Source: an optimization exercise on an open RTL-to-GDS flow (aim: small area and a short achievable clock period). Production flows keep margins and buffers that such runs may drop. At most, simulation tests tie the RTL to the original design; equivalence was not proved. For runs 1 and 2, only the layout was checked, not whether the RTL still works. Power figures rest on the tool's default switching activity, not on a simulated workload.

==> flow/config.mk <==
export PLATFORM = sky130hd
export DESIGN_NAME = rx_iq_fifo
export DESIGN_NICKNAME = rx_iq_fifo
export VERILOG_FILES = /design/flow/design.v
export SDC_FILE = /design/flow/constraint.sdc
export NUM_CORES = 4
export LEC_CHECK = 0
export CAP_MARGIN = 20
export CORE_MARGIN = 2
export CORE_UTILIZATION = 40
export SETUP_SLACK_MARGIN = 1.0
export SLEW_MARGIN = 20
==> flow/constraint.sdc <==
create_clock -name core_clock -period 3.5 [get_ports {clk_in}]
set_input_delay 0.7000 -clock core_clock [delete_from_list [all_inputs] [get_ports {clk_in}]]
set_output_delay 0.7000 -clock core_clock [all_outputs]
set_load 0.01 [all_outputs]
==> flow/design.v <==
package iq_pkg;
  localparam int IQ_W              = 16;
  localparam int RX_FIFO_ADDR_W    = 6;
  localparam int RX_FIFO_AFULL_LVL = 48;
  localparam int STAT_RX_OVF_BIT   = 6;
  localparam int STAT_RX_UDF_BIT   = 7;
  function automatic logic [7:0] rx_fifo_status(input logic ovf, input logic udf);
    logic [7:0] s;
    s                  = '0;
    s[STAT_RX_OVF_BIT] = ovf;
    s[STAT_RX_UDF_BIT] = udf;
    rx_fifo_status = s;
  endfunction
endpackage
module iq_dpram #(
  parameter int DEPTH = 64,
  parameter int WIDTH = 32
) (
  input  logic                         clk_in,
  input  logic [DEPTH-1:0]             wr_sel,
  input  logic [WIDTH-1:0]             wr_dat,
  input  logic [DEPTH-1:0]             rd_sel,
  output logic [WIDTH-1:0]             rd_dat
);
  logic [DEPTH-1:0][WIDTH-1:0] mem_q;
  always_ff @(posedge clk_in) begin
    for (int i = 0; i < DEPTH; i++)
      if (wr_sel[i]) mem_q[i] <= wr_dat;
  end
  always_comb begin
    rd_dat = '0;
    for (int i = 0; i < DEPTH; i++)
      rd_dat = rd_dat | (mem_q[i] & {WIDTH{rd_sel[i]}});
  end
endmodule
import iq_pkg::*;
module rx_iq_fifo #(
  parameter int DATA_W    = IQ_W,
  parameter int ADDR_W    = RX_FIFO_ADDR_W,
  parameter int AFULL_LVL = RX_FIFO_AFULL_LVL
) (
  input  logic                     clk_in,
  input  logic                     rst,
  input  logic signed [DATA_W-1:0] in_I,
  input  logic signed [DATA_W-1:0] in_Q,
  input  logic                     in_valid,
  input  logic                     rd_req,
  output logic signed [DATA_W-1:0] out_I,
  output logic signed [DATA_W-1:0] out_Q,
  output logic                     out_valid,
  output logic [ADDR_W:0]          level,
  output logic                     empty,
  output logic                     almost_full,
  output logic                     overflow,
  output logic                     underflow,
  input  logic                     clr_flags
);
  localparam int DEPTH = 2**ADDR_W;
  localparam int LO_W  = ADDR_W / 2;
  localparam int HI_W  = ADDR_W - LO_W;
  localparam int NLO   = 2**LO_W;
  localparam int NHI   = 2**HI_W;
  logic [NLO-1:0]      wr_lo_q, rd_lo_q;
  logic [NHI-1:0]      wr_hi_q, rd_hi_q;
  logic [ADDR_W:0]     level_q, level_d;
  logic                empty_q, afull_q;
  logic                ovf_q, udf_q, out_vld_q;
  logic [2*DATA_W-1:0] out_q, rd_dat;
  logic                full, wr_fire, rd_fire, slot_free;
  logic [DEPTH-1:0]    wr_sel, rd_sel;
  assign full    = level_q[ADDR_W];
  assign rd_fire = rd_req && !empty_q;
  assign wr_fire = in_valid && (!full || rd_fire);
  assign slot_free = !full || rd_req;
  always_comb begin
    for (int i = 0; i < DEPTH; i++) begin
      wr_sel[i] = slot_free && wr_hi_q[i / NLO] && wr_lo_q[i % NLO];
      rd_sel[i] = rd_hi_q[i / NLO] && rd_lo_q[i % NLO];
    end
  end
  always_comb begin
    case ({wr_fire, rd_fire})
      2'b10:   level_d = level_q + 1'b1;
      2'b01:   level_d = level_q - 1'b1;
      default: level_d = level_q;
    endcase
  end
  always_ff @(posedge clk_in) begin
    if (rst) begin
      wr_lo_q   <= NLO'(1);
      wr_hi_q   <= NHI'(1);
      rd_lo_q   <= NLO'(1);
      rd_hi_q   <= NHI'(1);
      level_q   <= '0;
      empty_q   <= 1'b1;
      afull_q   <= 1'b0;
      ovf_q     <= 1'b0;
      udf_q     <= 1'b0;
      out_vld_q <= 1'b0;
    end else begin
      if (wr_fire) begin
        wr_lo_q <= {wr_lo_q[NLO-2:0], wr_lo_q[NLO-1]};
        if (wr_lo_q[NLO-1]) wr_hi_q <= {wr_hi_q[NHI-2:0], wr_hi_q[NHI-1]};
      end
      if (rd_fire) begin
        rd_lo_q <= {rd_lo_q[NLO-2:0], rd_lo_q[NLO-1]};
        if (rd_lo_q[NLO-1]) rd_hi_q <= {rd_hi_q[NHI-2:0], rd_hi_q[NHI-1]};
      end
      level_q   <= level_d;
      empty_q   <= (level_d == '0);
      afull_q   <= (level_d >= (ADDR_W+1)'(AFULL_LVL));
      ovf_q     <= (ovf_q && !clr_flags) || (in_valid && !wr_fire);
      udf_q     <= (udf_q && !clr_flags) || (rd_req && !rd_fire);
      out_vld_q <= rd_fire;
    end
  end
  always_ff @(posedge clk_in) begin
    if (rst)          out_q <= '0;
    else if (rd_fire) out_q <= rd_dat;
  end
  iq_dpram #(
    .DEPTH (DEPTH),
    .WIDTH (2*DATA_W)
  ) u_ram (
    .clk_in (clk_in),
    .wr_sel (wr_sel),
    .wr_dat ({in_Q, in_I}),
    .rd_sel (rd_sel),
    .rd_dat (rd_dat)
  );
  assign out_I       = out_q[DATA_W-1:0];
  assign out_Q       = out_q[2*DATA_W-1:DATA_W];
  assign out_valid   = out_vld_q;
  assign level       = level_q;
  assign empty       = empty_q;
  assign almost_full = afull_q;
  assign overflow    = ovf_q;
  assign underflow   = udf_q;
endmodule
==> flow/run.sh <==
#!/bin/bash
# synth_recipe.tcl (not shown) runs the flow's synth.tcl, then flattens the netlist and writes it again
# the make line also repeats each setting of config.mk as NAME=value (left out here)
make -C /OpenROAD-flow-scripts/flow DESIGN_CONFIG=/design/flow/config.mk WORK_HOME=/design/flow/orfs CLKGATE_MAP_FILE= SYNTH_SCRIPT=/design/flow/synth_recipe.tcl finish
==> summary.log, run 1 <==
INFO  sta            timing.hold.ws=0.2524ns
INFO  critical_path  cpMaxStageDelayCell=sky130_fd_sc_hd__a2111oi_0
INFO  clocking       clock_tree.buffer_depth=3
INFO  grt            grt_start_max_net_pins=74
INFO  routing        drt-initial-drc-count=10790
INFO  routing        drt_first_pass_iters=8
INFO  critical_path  r2r_cells=5
INFO  grt            grt_overflow_total=0
INFO  critical_path  crit_path_max_incr_delay=0.80ns
INFO  critical_path  critPathArrivalTime=3.33ns
INFO  sta            setup_viol=0
INFO  sta            slew_headroom=25.23%
INFO  clocking       tritoncts=built
INFO  die            die_w=446.0um
INFO  routing        routed_via_count=52240
INFO  power_and_ir_drop total_leakage_power=28.01nW
INFO  synth          synthesis.area=0.07814mm^2
INFO  final_layout   syn_to_final_growth=17.48%
INFO  critical_path  r2r_setup_slack=0.90ns
INFO  final_layout   post_route_cells_drive_above_1_share=16.75%
INFO  run            maxCapViolCount=0
INFO  clocking       cts.root.buffer_cell=sky130_fd_sc_hd__clkbuf_16
INFO  hold_path      cell_depth_of_the_worst_min_delay_path=1
INFO  hold_path      worst_hold_path_startpoint=in_I[6]
INFO  die            core_area=0.1946mm^2
INFO  clocking       cts_bufs_inserted=212
INFO  synth          synth-main-ff-cell=sky130_fd_sc_hd__edfxtp_1
INFO  synth          synth-edff-count=2048
INFO  final_layout   finalNetCount=4774
INFO  outcome        outcome=timing/DRC/antenna clean
INFO  die            die_y=446.0um
INFO  routing        drt.antenna.violating_nets=0
INFO  die            row_count=162
INFO  grt            grt_first_pass_wirelength=417300um
INFO  sta            period_utilization_post_route=74.17%
INFO  critical_path  worstPathRequired=4.23ns
INFO  placed_design  buffers_on_ports=80
INFO  critical_path  rr_endpoint=out_q[9]
INFO  synth          sequential_area_share_after_synthesis=80.65%
INFO  power_and_ir_drop finalPower=0.05461W
INFO  clocking       worst_setup_hold_path_clk_slew=0.06ns
INFO  placed_design  gp_congestion=0.8556
INFO  synth          yosys_warnings=2
INFO  sta            max_clock_freq=385.2MHz
INFO  sta            worst-slew-pin-transition=1.122ns
INFO  critical_path  critPathLaunchType=flip-flop
INFO  sta            finalHoldViolations=0
INFO  synth          synth.net_count=4511
INFO  final_layout   finish.utilization=47.17%
INFO  grt            groute.usage.overall=30.70%
INFO  die            floorplan.die_area=0.1989mm^2
INFO  clocking       cts_sink_cnt=2124
INFO  synth          ys_types=68
INFO  critical_path  critical_path.endpoint_type=flip-flop
INFO  critical_path  cp_cell_sequence=and2_2 > a2111oi_0 > nand4_1 > and4bb_2 > a41oi_1
INFO  sta            skew=0.04835ns
INFO  power_and_ir_drop power_density=595.0mW/mm^2
INFO  routing        routed_wl=313700um
INFO  power_and_ir_drop worst_ir_drop_vdd=0.5885mV
INFO  placed_design  place.detailed.hpwl=170500um
INFO  routing        detail_route.vias_per_cell=6.997
INFO  critical_path  crit-reg2reg-launch=rd_hi_q[3]
INFO  synth          yosys_register_bits=2124
INFO  grt            grt_antenna_before_repair=21
INFO  routing        detail_route.wl_per_cell=42.02um
INFO  sta            final-max-slew-violation-count=0
INFO  grt            first_global_vias=47900
INFO  sta            unrepaired_setup_endpoints_after_global_routing=true
INFO  sta            setup_total_negative_slack=0ns
INFO  die            floorplan.initialDensity=40.15%
INFO  hold_path      worstHoldPathType=in2reg
INFO  hold_path      whs_endpoint=u_ram.mem_q[774]
INFO  die            io_pins=81
INFO  sta            post-route-worst-setup-slack=0.9042ns
INFO  sta            timing.final.crit_period=2.596ns
INFO  clocking       cts.htree.levels=4
INFO  synth          postSynthAreaPerCell=17.49um^2
INFO  routing        drt_drc_violations_left=0
INFO  critical_path  worst-path-max-fanout=31
INFO  critical_path  timing.setup.critical_path_class=reg2reg
INFO  placed_design  detailedPlace.worstSlack=0.1145ns
INFO  clocking       clock_latency=0.89ns
INFO  synth          syn_inst=4467
INFO  synth          async_reset_ff_share=0%
-- through the flow --
step / instance area (um^2) / cells
after CTS: 91480 / 7447
final: 91790 / 7466
after global placement: 84520 / 7040
after floorplan: 78290 / 4467
after global routing: 91770 / 7458
after detailed placement: 84520 / 7040
-- cell usage in the layout, fill, tap and decap left out, drive strengths merged, types with 34 or more instances in the layout --
| cell type | instances |
|---|---|
| a22o | 54 |
| nand3 | 132 |
| a31oi | 56 |
| a22oi | 610 |
| a32oi | 61 |
| and3 | 95 |
| edfxtp | 2048 |
| dfxtp | 76 |
| nand2 | 54 |
| nor2 | 101 |
| nor4 | 52 |
| a221oi | 34 |
| buf | 346 |
| o22ai | 142 |
| a222oi | 112 |
| a21oi | 188 |
| dlygate4sd2 | 38 |
| clkbuf | 287 |
| clkinv | 89 |
| nand4 | 46 |
-- worst max-delay path by stage --
stage          slack, ns  cells past startpoint  endpoint       start
3_5_place_dp        0.11                     11   empty_q      rd_req
5_1_grt             0.90                     11   afull_q     empty_q
4_1_cts             0.81                      6  out_q[9]  rd_lo_q[5]
2_1_floorplan       0.66                     11   afull_q      rd_req
6_report            0.90                      5  out_q[9]  rd_hi_q[3]
3_3_place_gp        0.11                     11   empty_q      rd_req
-- layer usage --
metal | global-route usage [%] | routed length, um | vias to the layer above
li1 | - | - | 19420
met1 | 41.49 | 110300 | 26730
met2 | 45.82 | 137800 | 5118
met3 | 7.494 | 45180 | 959
met4 | 16.60 | 20240 | 18
met5 | 0 | 158 | -
-- report_power, final --
group / leakage (nW) / total [W] / internal [W] / switching (W)
Combinational: 5.62 / 0.00373 / 0.00127 / 0.00246
Sequential: 19.1 / 0.0286 / 0.0282 / 0.000412
Clock: 3.29 / 0.0223 / 0.0124 / 0.00989
-- cell families after synthesis --
| logic type | synth area share, % |
|---|---|
| flops | 80.65 |
| mux | 0.1297 |
| buf+inv | 2.030 |
| fa+ha+maj | 0.1217 |
| xor+xnor | 0.02242 |
| compound gates | 13.05 |
| simple gates | 3.989 |
-- sequential cells by signal, indices dropped and copies added, names as in the netlist, 7 cells and up --
signal and cells:
wr_hi_q 8, rd_hi_q 8, rd_lo_q 8, out_q 32, wr_lo_q 8, level_q 7, u_ram.mem_q 2048
-- critical path, delay by kind of cell (launching register included) --
kind	cells	cell delay (ns)
compound gates	2	0.90
flops	1	0.59
simple gates	3	0.98
-- Yosys cell counts (4+ instances only) --
| library cell | number | area (um^2) |
|---|---|---|
| sky130_fd_sc_hd__edfxtp_1 | 2048 | 61500 |
| sky130_fd_sc_hd__a22oi_1 | 610 | 4579 |
| sky130_fd_sc_hd__a21oi_1 | 188 | 940.9 |
| sky130_fd_sc_hd__buf_2 | 142 | 710.7 |
| sky130_fd_sc_hd__o22ai_1 | 142 | 888.4 |
| sky130_fd_sc_hd__nand3_1 | 132 | 660.6 |
| sky130_fd_sc_hd__clkbuf_1 | 116 | 435.4 |
| sky130_fd_sc_hd__a222oi_1 | 112 | 1121 |
| sky130_fd_sc_hd__nor2_1 | 101 | 379.1 |
| sky130_fd_sc_hd__and3_1 | 95 | 594.3 |
| sky130_fd_sc_hd__buf_1 | 80 | 300.3 |
| sky130_fd_sc_hd__dfxtp_1 | 76 | 1521 |
| sky130_fd_sc_hd__a32oi_1 | 61 | 534.3 |
| sky130_fd_sc_hd__a31oi_1 | 56 | 350.3 |
| sky130_fd_sc_hd__a22o_1 | 54 | 473.0 |
| sky130_fd_sc_hd__nand2_1 | 54 | 202.7 |
| sky130_fd_sc_hd__nor4_1 | 52 | 325.3 |
| sky130_fd_sc_hd__nand4_1 | 46 | 287.8 |
| sky130_fd_sc_hd__a221oi_1 | 34 | 297.8 |
| sky130_fd_sc_hd__o21ai_0 | 31 | 155.2 |
| sky130_fd_sc_hd__nor3_1 | 28 | 140.1 |
| sky130_fd_sc_hd__and2_1 | 18 | 112.6 |
| sky130_fd_sc_hd__inv_1 | 16 | 60.06 |
| sky130_fd_sc_hd__a32o_1 | 12 | 120.1 |
| sky130_fd_sc_hd__o211ai_1 | 12 | 90.09 |
| sky130_fd_sc_hd__o22a_1 | 12 | 105.1 |
| sky130_fd_sc_hd__and4_1 | 11 | 96.34 |
| sky130_fd_sc_hd__nor4b_1 | 11 | 96.34 |
| sky130_fd_sc_hd__mux2i_1 | 9 | 90.09 |
| sky130_fd_sc_hd__o221a_2 | 9 | 101.4 |
| sky130_fd_sc_hd__o2111ai_1 | 8 | 70.07 |
| sky130_fd_sc_hd__a311oi_1 | 7 | 61.31 |
| sky130_fd_sc_hd__nor3b_1 | 7 | 52.55 |
| sky130_fd_sc_hd__a211oi_1 | 6 | 45.04 |
| sky130_fd_sc_hd__ha_1 | 6 | 75.07 |
| sky130_fd_sc_hd__a2111oi_0 | 5 | 43.79 |
| sky130_fd_sc_hd__nor4bb_1 | 5 | 50.05 |
| sky130_fd_sc_hd__buf_6 | 4 | 45.04 |
| sky130_fd_sc_hd__o211a_1 | 4 | 40.04 |
-- cell type report --
type	count	area, um^2
clock inverter	111	965.9
clock buffer	286	5756
inverter	20	87.58
tap	2542	3181
sequential	2124	63140
multi-input combinational	1978	13930
antenna	11	27.53
fill	16260	102800
timing repair buffer	394	4703
-- repair_timing --
action / 4_1_cts / 5_1_grt
hold buffers: 0 / 0
resized for setup: 104 / 20
pin swaps: 13 / 12
setup endpoints to repair: 60 / 17
buffers inserted: 10 / 7
==> inputs of run 2 (changes only) <==
--- a/flow/config.mk
+++ b/flow/config.mk
@@ -7,6 +7,9 @@
 export LEC_CHECK = 0
-export CAP_MARGIN = 20
+export CAP_MARGIN = 10
 export CORE_MARGIN = 2
-export CORE_UTILIZATION = 40
-export SETUP_SLACK_MARGIN = 1.0
-export SLEW_MARGIN = 20
+export CORE_UTILIZATION = 60
+export CTS_CLUSTER_DIAMETER = 100
+export CTS_CLUSTER_SIZE = 30
+export PLACE_DENSITY = 0.7
+export SETUP_SLACK_MARGIN = 0.3
+export SLEW_MARGIN = 10
==> run 2 against run 1 <==
Net effect: still clean; utilization is 19 points higher; clock skew is 0.011 ns lower; count of clock-buffer cells in the layout is 149 lower; total power is 19% lower; sequential power hardly changed; wire length is 8.0% lower; critical endpoint is now out_q[29]; largest cell class unchanged.
==> summary.log, run 2 <==
INFO  routing        drt_first_pass_iters=9 [+1]
INFO  synth          yosys_register_bits=2124 [unchanged]
INFO  placed_design  placed_cells_incl_taps=6256 [-11%]
INFO  clocking       cts-resized-gates=0 [-100%]
INFO  synth          ys_top_cells_by_count=sky130_fd_sc_hd__edfxtp_1, sky130_fd_sc_hd__a22oi_1, sky130_fd_sc_hd__a21oi_1, sky130_fd_sc_hd__buf_2, sky130_fd_sc_hd__o22ai_1
INFO  routing        drt.antenna.violating_nets=0 [unchanged]
INFO  grt            grt_antenna_before_repair=19 [-9.5%]
INFO  critical_path  worst-path-max-fanout=23 [-26%]
INFO  placed_design  place.detailed.hpwl=158700um [-6.9%]
INFO  outcome        outcome=timing/DRC/antenna clean
INFO  sta            max_clock_freq=344.4MHz [-11%]
INFO  synth          synth_top_area_cell=sky130_fd_sc_hd__edfxtp_1
INFO  grt            grt_first_pass_wirelength=387800um [-7.1%]
INFO  synth          synthesis.area=0.07814mm^2 [unchanged]
INFO  sta            slew_headroom=11.16% [-14 points]
INFO  final_layout   layout.filler_cells=8551 [-47%]
INFO  routing        drt_drc_violations_left=0 [unchanged]
INFO  final_layout   largest_register_ff_count=2048 [unchanged]
INFO  final_layout   final_cell_area=0.08587mm^2 [-6.5%]
INFO  synth          syn_inst=4467 [unchanged]
INFO  die            io_pins=81 [unchanged]
INFO  final_layout   post_route_cells_drive_above_1_share=11.78% [-5.0 points]
INFO  sta            worst-slew-pin-transition=1.333ns [+0.2111 ns]
INFO  die            floorplan.die_area=0.1331mm^2 [-33%]
INFO  sta            setup_total_negative_slack=0ns [unchanged]
INFO  final_layout   syn_to_final_growth=9.895%
INFO  hold_path      worstHoldPathType=in2reg
INFO  routing        detail_route.wl_per_cell=45.04um [+7.2%]
INFO  grt            grt_overflow_total=0 [unchanged]
INFO  die            die_w=364.9um [-18%]
INFO  critical_path  critical_path.endpoint_type=flip-flop
INFO  clocking       cts_bufs_inserted=81 [-62%]
INFO  sta            period_utilization_post_route=82.96% [+8.8 points]
INFO  routing        detail_route.vias_per_cell=8.032 [+15%]
INFO  synth          yosys-top-cells-area=sky130_fd_sc_hd__edfxtp_1, sky130_fd_sc_hd__a22oi_1, sky130_fd_sc_hd__dfxtp_1
INFO  critical_path  cp_cell_sequence=inv_1 > buf_4 > o22ai_1 > nor4_1 > nand2_1 > o221a_2
INFO  final_layout   largest-register=u_ram.mem_q
INFO  clocking       tritoncts=built
INFO  critical_path  cpMaxStageDelayCell=sky130_fd_sc_hd__inv_1
INFO  final_layout   layoutNonFillerInstCount=6411 [-14%]
INFO  synth          synth-edff-count=2048 [unchanged]
INFO  synth          synth-main-ff-cell=sky130_fd_sc_hd__edfxtp_1
INFO  placed_design  buffers_on_ports=80 [unchanged]
INFO  sta            unrepaired_setup_endpoints_after_global_routing=false
INFO  critical_path  critPathLaunchType=flip-flop
INFO  routing        routed_via_count=51500 [-1.4%]
INFO  synth          sequential_area_share_after_synthesis=80.65% [unchanged]
INFO  grt            grt_start_max_net_pins=65 [-12%]
INFO  placed_design  gp_congestion=0.8958 [+4.7%]
INFO  placed_design  placed_area=0.08338mm^2 [-1.4%]
INFO  die            row_count=132 [-19%]
INFO  final_layout   layout_common_cells=sky130_fd_sc_hd__edfxtp_1, sky130_fd_sc_hd__a22oi_1, sky130_fd_sc_hd__buf_4
INFO  clocking       cts.htree.levels=3 [-1]
INFO  sta            setup_viol=0 [unchanged]
INFO  final_layout   biggest_regs=u_ram.mem_q: 2048 flops, out_q: 32 flops
INFO  synth          ys_types=68 [unchanged]
INFO  run            maxCapViolCount=0 [unchanged]
INFO  clocking       clock_tree.buffer_depth=3 [unchanged]
INFO  final_layout   final_common_cell=sky130_fd_sc_hd__edfxtp_1
INFO  synth          synth_most_common_cell=sky130_fd_sc_hd__edfxtp_1
INFO  power_and_ir_drop total_leakage_power=25.59nW [-8.6%]
INFO  sta            skew=0.03715ns [-0.01120 ns]
INFO  power_and_ir_drop power_density=517.6mW/mm^2 [-13%]
INFO  clocking       cts.root.buffer_cell=sky130_fd_sc_hd__clkbuf_16
INFO  clocking       cts_hold_repair.buffers=0 [unchanged]
INFO  synth          synth_top_area_share=78.71% [unchanged]
INFO  power_and_ir_drop finalPower=0.04444W [-19%]
INFO  critical_path  crit_path_max_incr_delay=0.85ns [+0.05 ns]
INFO  critical_path  critPathArrivalTime=3.54ns [+0.21 ns]
INFO  clocking       cts_sink_cnt=2124 [unchanged]
INFO  final_layout   finish.utilization=66.40% [+19 points]
INFO  synth          yosys_warnings=2 [unchanged]
INFO  die            floorplan.initialDensity=60.42% [+20 points]
INFO  clocking       postCtsSetupRepairBufs=0 [-10]
INFO  routing        drt-initial-drc-count=11870 [+10%]
INFO  critical_path  worstPathRequired=4.14ns [-0.09 ns]
INFO  clocking       clock_latency=0.76ns [-0.13 ns]
INFO  synth          postSynthAreaPerCell=17.49um^2 [unchanged]
INFO  sta            finalHoldViolations=0 [unchanged]
INFO  power_and_ir_drop worst_ir_drop_vdd=0.4767mV [-19%]
INFO  sta            timing.final.crit_period=2.904ns [+0.3079 ns]
INFO  sta            final-max-slew-violation-count=0 [unchanged]
INFO  synth          async_reset_ff_share=0% [unchanged]
INFO  final_layout   finalNetCount=4641 [-2.8%]
INFO  die            die_y=364.9um [-18%]
INFO  clocking       worst_setup_hold_path_clk_slew=0.12ns [+0.06 ns]
INFO  critical_path  timing.setup.critical_path_class=reg2reg
INFO  die            core_area=0.1293mm^2 [-34%]
INFO  routing        routed_wl=288700um [-8.0%]
INFO  grt            groute.usage.overall=43.07% [+12 points]
INFO  synth          synth.net_count=4511 [unchanged]
INFO  grt            first_global_vias=47270 [-1.3%]
-- run 2: cell families (layout without fill, tap and decap cells) --
kind of cell,Yosys count,count (layout),synth area share [%]
flops,2124,2124,80.65
compound gates,1384,1384,13.05
simple gates,575,575,3.989
buf+inv,365,557,2.030
mux,10,10,0.1297
fa+ha+maj,7,7,0.1217
xor+xnor,2,2,0.02242
other cells,0,10,0
-- run 2: metrics by stage --
step                hold slack (ns)  setup WS [ns]
global placement             0.4789       -0.03179
detailed placement           0.4771        0.02216
floorplan                    0.5030         0.3494
finish                       0.4488         0.5962
global route                 0.4345         0.5620
CTS                          0.4287         0.7264
-- run 2: layout make-up --
| type | instances | area (um^2) | area share [%] |
|---|---|---|---|
| Tap cell | 1742 | 2180 | 2.538 |
| Timing Repair Buffer | 392 | 4392 | 5.115 |
| Sequential cell | 2124 | 63080 | 73.46 |
| Clock buffer | 137 | 2290 | 2.667 |
| Multi-Input combinational cell | 1978 | 13650 | 15.90 |
| Inverter | 20 | 76.32 | 0.08888 |
| Clock inverter | 8 | 175.2 | 0.2040 |
| Antenna cell | 10 | 25.02 | 0.02914 |
-- run 2: per-layer routing --
metal	wire, um	up-vias	global-route usage, %
li1	-	18990	-
met1	91970	25420	57.10
met2	122700	5864	61.43
met3	50550	1207	14.31
met4	23430	16	28.10
met5	117	-	0.07262
-- run 2: critical path, delay by kind of cell (launching register included) --
| kind | cells | cell delay [ns] |
|---|---|---|
| compound gates | 2 | 0.38 |
| buf+inv | 2 | 1.17 |
| flops | 1 | 0.52 |
| simple gates | 2 | 0.67 |
-- run 2: final timing paths --
| path | start | to | slack (ns) | cells after the start |
|---|---|---|---|---|
| worst min-delay path | rst | wr_hi_q[0] | 0.45 | 3 |
| worst min register to register | ovf_q | ovf_q | 0.50 | 2 |
| worst max-delay path | rd_lo_q[5] | out_q[29] | 0.60 | 6 |
| worst max register to register | rd_lo_q[5] | out_q[29] | 0.60 | 6 |
-- run 2: report_power, final --
group | internal, W | leakage [nW] | total (W) | switching [W]
Sequential | 0.0281 | 19.1 | 0.0286 | 0.000419
Combinational | 0.00121 | 5.34 | 0.00355 | 0.00234
Clock | 0.00471 | 1.17 | 0.0123 | 0.00763
Total | 0.0341 | 25.6 | 0.0444 | 0.0104
==> inputs of run 3 (changes only) <==
--- a/flow/design.v
+++ b/flow/design.v
@@ -58,8 +58,3 @@
   localparam int DEPTH = 2**ADDR_W;
-  localparam int LO_W  = ADDR_W / 2;
-  localparam int HI_W  = ADDR_W - LO_W;
-  localparam int NLO   = 2**LO_W;
-  localparam int NHI   = 2**HI_W;
-  logic [NLO-1:0]      wr_lo_q, rd_lo_q;
-  logic [NHI-1:0]      wr_hi_q, rd_hi_q;
+  logic [ADDR_W-1:0]   wr_ptr_q, rd_ptr_q;
   logic [ADDR_W:0]     level_q, level_d;
@@ -76,4 +71,4 @@
     for (int i = 0; i < DEPTH; i++) begin
-      wr_sel[i] = slot_free && wr_hi_q[i / NLO] && wr_lo_q[i % NLO];
-      rd_sel[i] = rd_hi_q[i / NLO] && rd_lo_q[i % NLO];
+      wr_sel[i] = slot_free && (wr_ptr_q == ADDR_W'(i));
+      rd_sel[i] = !rst && (rd_ptr_q == ADDR_W'(i));
     end
@@ -89,6 +84,4 @@
     if (rst) begin
-      wr_lo_q   <= NLO'(1);
-      wr_hi_q   <= NHI'(1);
-      rd_lo_q   <= NLO'(1);
-      rd_hi_q   <= NHI'(1);
+      wr_ptr_q  <= '0;
+      rd_ptr_q  <= '0;
       level_q   <= '0;
@@ -100,10 +93,4 @@
     end else begin
-      if (wr_fire) begin
-        wr_lo_q <= {wr_lo_q[NLO-2:0], wr_lo_q[NLO-1]};
-        if (wr_lo_q[NLO-1]) wr_hi_q <= {wr_hi_q[NHI-2:0], wr_hi_q[NHI-1]};
-      end
-      if (rd_fire) begin
-        rd_lo_q <= {rd_lo_q[NLO-2:0], rd_lo_q[NLO-1]};
-        if (rd_lo_q[NLO-1]) rd_hi_q <= {rd_hi_q[NHI-2:0], rd_hi_q[NHI-1]};
-      end
+      wr_ptr_q  <= wr_ptr_q + ADDR_W'(wr_fire);
+      rd_ptr_q  <= rd_ptr_q + ADDR_W'(rd_fire);
       level_q   <= level_d;
@@ -117,4 +104,3 @@
   always_ff @(posedge clk_in) begin
-    if (rst)          out_q <= '0;
-    else if (rd_fire) out_q <= rd_dat;
+    if (rst || rd_fire) out_q <= rd_dat;
   end
==> flow/config.mk (replaced) <==
export PLATFORM = sky130hd
export DESIGN_NAME = rx_iq_fifo
export DESIGN_NICKNAME = rx_iq_fifo
export VERILOG_FILES = /design/flow/design.v
export SDC_FILE = /design/flow/constraint.sdc
export NUM_CORES = 4
export LEC_CHECK = 0
export CAP_MARGIN = 20
export CORE_MARGIN = 2
export CORE_UTILIZATION = 40
export SETUP_SLACK_MARGIN = 1.0
export SLEW_MARGIN = 20
==> run 3 against run 2 <==
Net effect: total power grew 22%; hold slack got worse by 0.33 ns; synthesized area down 1.5%; sequential share of layout area decreased by 9.7 points; largest cell class unchanged; wire length up 27%; highest routed layer unchanged; maximum frequency increased by 0.96%; sequential cell count shrank 20; critical path type unchanged; clock skew increased by 0.052 ns; sequential power hardly changed; design area is 15% higher.
==> summary.log, run 3 <==
INFO  critical_path  worst-path-max-fanout=10 [-57%]
INFO  routing        drt-initial-drc-count=14070 [+19%]
INFO  power_and_ir_drop worst_ir_drop_vdd=0.5502mV [+15%]
INFO  placed_design  place.detailed.hpwl=211400um [+33%]
INFO  synth          syn_inst=4279 [-4.2%]
INFO  final_layout   post_route_cells_drive_above_1_share=29.32% [+18 points]
INFO  final_layout   biggest_regs=u_ram.mem_q: 2048 flops, out_q: 32 flops, level_q: 7 flops
INFO  sta            skew=0.08866ns [+0.05151 ns]
INFO  outcome        outcome=timing/DRC/antenna clean
INFO  routing        wl_met2=149500um [+22%]
INFO  power_and_ir_drop p_clk_share=40.4% [+13 points]
INFO  synth          postSynthAreaPerCell=17.98um^2 [+2.8%]
INFO  sta            setup_total_negative_slack=0ns [unchanged]
INFO  synth          synth_most_common_cell=sky130_fd_sc_hd__edfxtp_1
INFO  die            row_count=160 [+21%]
INFO  routing        routed_wl=365900um [+27%]
INFO  routing        detail_route.vias_per_cell=7.143 [-11%]
INFO  clocking       tritoncts=built
INFO  power_and_ir_drop sw_share=23.71% [+0.33 points]
INFO  final_layout   syn_to_final_growth=28.35%
INFO  power_and_ir_drop p_seq_share=52.4% [-12 points]
INFO  final_layout   largest-register=u_ram.mem_q
INFO  sta            timing.final.crit_period=2.876ns [-0.02763 ns]
INFO  final_layout   finalNetCount=5143 [+11%]
INFO  die            die_w=442.6um [+21%]
INFO  power_and_ir_drop pwr-share-comb=7.2% [-0.8 points]
INFO  synth          synthesis.area=0.07694mm^2 [-1.5%]
INFO  synth          ys_types=74 [+8.8%]
INFO  sta            unrepaired_setup_endpoints_after_global_routing=true
INFO  routing        met1Wirelength=116900um [+27%]
INFO  synth          yosys_register_bits=2104 [-0.94%]
INFO  synth          synth-main-ff-cell=sky130_fd_sc_hd__edfxtp_1
INFO  clocking       cts_sink_cnt=2104 [-0.94%]
INFO  routing        top_sig_layer=met5
INFO  routing        met3RoutedLength=69040um [+37%]
INFO  sta            final-max-slew-violation-count=0 [unchanged]
INFO  clocking       cts.htree.levels=4 [+1]
INFO  routing        detail_route.wl_per_cell=46.86um [+4.1%]
INFO  critical_path  timing.setup.critical_path_class=reg2reg
INFO  final_layout   largest_register_ff_count=2048 [unchanged]
INFO  critical_path  worstPathRequired=4.13ns [about the same]
INFO  critical_path  cpMaxStageDelayCell=sky130_fd_sc_hd__a222oi_1
INFO  grt            groute.usage.overall=36.10% [-7.0 points]
INFO  sta            period_utilization_post_route=82.18% [-0.79 points]
INFO  routing        drt.antenna.violating_nets=0 [unchanged]
INFO  synth          synth.net_count=4327 [-4.1%]
INFO  clocking       clock_tree.buffer_depth=3 [unchanged]
INFO  sta            finalHoldViolations=0 [unchanged]
INFO  hold_path      worstHoldPathType=in2reg
INFO  clocking       clock_latency=0.90ns [+0.14 ns]
INFO  clocking       worst_setup_hold_path_clk_slew=0.06ns [-0.06 ns]
INFO  critical_path  critPathLaunchType=flip-flop
INFO  clocking       cts_bufs_inserted=203 [+150%]
INFO  placed_design  buffers_on_ports=80 [unchanged]
INFO  critical_path  path_buf_inv=2 [unchanged]
INFO  synth          synth_top_area_cell=sky130_fd_sc_hd__edfxtp_1
INFO  routing        routed_via_count=55770 [+8.3%]
INFO  routing        drt_drc_violations_left=0 [unchanged]
INFO  placed_design  gp_congestion=0.9731 [+8.6%]
INFO  power_and_ir_drop finalPower=0.05442W [+22%]
INFO  power_and_ir_drop internal_power=0.04152W [+22%]
INFO  grt            first_global_vias=49760 [+5.3%]
INFO  final_layout   final_common_cell=sky130_fd_sc_hd__edfxtp_1
INFO  synth          ys_top_cells_by_count=sky130_fd_sc_hd__edfxtp_1, sky130_fd_sc_hd__a22oi_1, sky130_fd_sc_hd__clkbuf_1, sky130_fd_sc_hd__nor2_1, sky130_fd_sc_hd__nand2_1
INFO  synth          synth-edff-count=2080 [+1.6%]
INFO  sta            max_clock_freq=347.7MHz [+0.96%]
INFO  critical_path  critical-path-top-delay-family=compound AO/OA/AOI/OAI gates
INFO  synth          yosys-top-cells-area=sky130_fd_sc_hd__edfxtp_1, sky130_fd_sc_hd__a22oi_1, sky130_fd_sc_hd__and3_1
INFO  die            core_area=0.1906mm^2 [+47%]
INFO  sta            setup_viol=0 [unchanged]
INFO  grt            grt_antenna_before_repair=38 [+19]
INFO  power_and_ir_drop total_leakage_power=32.49nW [+27%]
INFO  routing        drt_first_pass_iters=12 [+3]
INFO  critical_path  critPathArrivalTime=3.50ns [-0.04 ns]
INFO  synth          synth_top_area_share=81.18% [+2.5 points]
INFO  critical_path  critical_path.endpoint_type=flip-flop
INFO  die            floorplan.die_area=0.1959mm^2 [+47%]
INFO  die            floorplan.initialDensity=40.37% [-20 points]
INFO  die            die_y=442.6um [+21%]
INFO  run            maxCapViolCount=0 [unchanged]
INFO  grt            grt_overflow_total=0 [unchanged]
INFO  critical_path  cp_cell_sequence=buf_6 > nand4bb_4 > nor2_4 > buf_12 > a222oi_1 > o21ai_2 > nor4_2 > nand3_1
INFO  power_and_ir_drop netSwitchingPower=0.01290W [+24%]
INFO  clocking       cts.root.buffer_cell=sky130_fd_sc_hd__clkbuf_16
INFO  sta            worst-slew-pin-transition=1.269ns [-0.06360 ns]
INFO  grt            grt_start_max_net_pins=65 [unchanged]
INFO  critical_path  crit_path_max_incr_delay=0.78ns [-0.07 ns]
INFO  die            io_pins=81 [unchanged]
INFO  synth          sequential_area_share_after_synthesis=81.81% [+1.2 points]
INFO  final_layout   layout_common_cells=sky130_fd_sc_hd__edfxtp_1, sky130_fd_sc_hd__a22oi_1, sky130_fd_sc_hd__buf_4
INFO  sta            slew_headroom=15.40% [+4.2 points]
INFO  synth          async_reset_ff_share=0% [unchanged]
INFO  synth          yosys_warnings=2 [unchanged]
INFO  power_and_ir_drop power_density=551.1mW/mm^2 [+6.5%]
INFO  grt            grt_first_pass_wirelength=469700um [+21%]
-- run 3: cell count changes after synthesis, sizes merged, moves of 52 or more --
| cell | before | now |
|---|---|---|
| a21oi | 188 | 53 |
| a32oi | 61 | 2 |
| nand2 | 54 | 156 |
| nor2 | 101 | 183 |
| clkbuf | 117 | 189 |
| a22oi | 610 | 715 |
| dfxtp | 76 | 24 |
| o22ai | 142 | 22 |
| buf | 228 | 65 |
-- run 3: path summary, 6_finish.rpt --
kind                                   from                 to  slack (ns)  depth (start not counted)
worst max register to register  rd_ptr_q[3]          out_q[12]        0.62                          8
worst min register to register        ovf_q              ovf_q        0.52                          2
worst max-delay path            rd_ptr_q[3]          out_q[12]        0.62                          8
worst min-delay path                in_Q[2]  u_ram.mem_q[1938]        0.12                          1
-- run 3: kinds of logic (layout without fill, tap and decap cells) --
family          count (synthesis)  count (layout)  share of synthesized area [%]
simple gates                  793             794                          5.456
xor+xnor                       14              14                         0.1594
buf+inv                       260            1246                          1.433
fa+ha+maj                      11              11                         0.1886
other cells                     0              31                              0
mux                             7               7                        0.09595
flops                        2104            2104                          81.81
compound gates               1090            1090                          10.86
-- run 3: final cells by class --
cell class,count,area (um^2)
Sequential cell,2104,62970
Timing Repair Buffer,864,9742
Clock buffer,244,5244
Fill cell,15030,91840
Antenna cell,31,77.57
Inverter,6,22.52
Clock inverter,132,1345
Multi-Input combinational cell,1916,16200
Tap cell,2511,3142
-- run 3: timing repair --
item	4_1_cts	5_1_grt
pin swaps	156	128
gates resized for setup	474	154
endpoints found under the setup margin	94	41
cloned	10	3
hold buffers	0	0
setup buffers	215	62
hold endpoints to repair	0	0
-- run 3: worst register-to-register path, delay by kind of cell (launching register included) --
family          cells  cell delay, ns
compound gates      2            1.09
simple gates        4            0.79
flops               1            0.41
buf+inv             2            0.39
-- run 3: layer usage --
layer | up-vias | track usage, %
li1 | 19630 | -
met3 | 1549 | 15.18
met1 | 27940 | 45.94
met5 | - | 0.4640
met4 | 39 | 22.84
met2 | 6608 | 50.70
-- run 3: power groups by stage --
| stage | clock (W) | combinational, W | sequential [W] |
|---|---|---|---|
| global placement | 0 | 0.00323 | 0.0290 |
| CTS | 0.0219 | 0.00364 | 0.0285 |
| floorplan | 0 | 0.00110 | 0.0289 |
| detailed placement | 0 | 0.00326 | 0.0290 |
| finish | 0.0220 | 0.00392 | 0.0285 |
| global route | 0.0228 | 0.00393 | 0.0285 |
-- run 3: stage by stage --
stage               worst slack [ns]  std cells  hold slack, ns  cell area (um^2)  utilization (%)
finish                        0.6239       7808          0.1221             98750            51.81
global route                  0.6429       7786          0.1079             98690            51.78
CTS                           0.6967       7712         0.08033             97200            51.00
detailed placement           -0.5905       7111          0.5233             86330            45.30
global placement             -0.7909       7107          0.4697             86200            45.23
floorplan                     0.4964       4279          0.5135             77290                -

==> static timing again, ports no longer ideal <==
The flow's constraints put no driver on any port. The routed layouts listed below were extracted and timed again, unchanged, in two steps. Step 1 (the two cells are an assumption about what drives the block):
set clk [get_ports {clk_in}]
set_driving_cell -lib_cell sky130_fd_sc_hd__clkbuf_16 $clk
set_driving_cell -lib_cell sky130_fd_sc_hd__buf_2 [delete_from_list [all_inputs] $clk]
Step 2, shift: input delay + t, output delay - t, t = (earliest + latest rising clock arrival at the registers) / 2. This alone moves slack from input paths to output paths. a / b / c = ideal / step 1 / step 2; a / b = the first two.
| run | t (ns) | setup WS [ns] | latest minus earliest clock arrival (ns) | worst register clock-pin slew, ns |
|---|---|---|---|---|
| run 1 | 0.957 | 0.904 / 0.904 / 0.114 | 0.050 / 0.050 | 0.07 / 0.07 |
| run 2 | 0.821 | 0.596 / 0.596 / -0.025 | 0.045 / 0.045 | 0.12 / 0.12 |
| run 3 | 0.963 | 0.624 / 0.624 / -0.100 | 0.092 / 0.092 | 0.07 / 0.07 |
Met with ideal ports but missed after step 2: setup timing in run 2 and run 3. The setup slack of run 1, which loses most, moves by 0.000 ns with the drivers and by -0.790 ns with both steps.
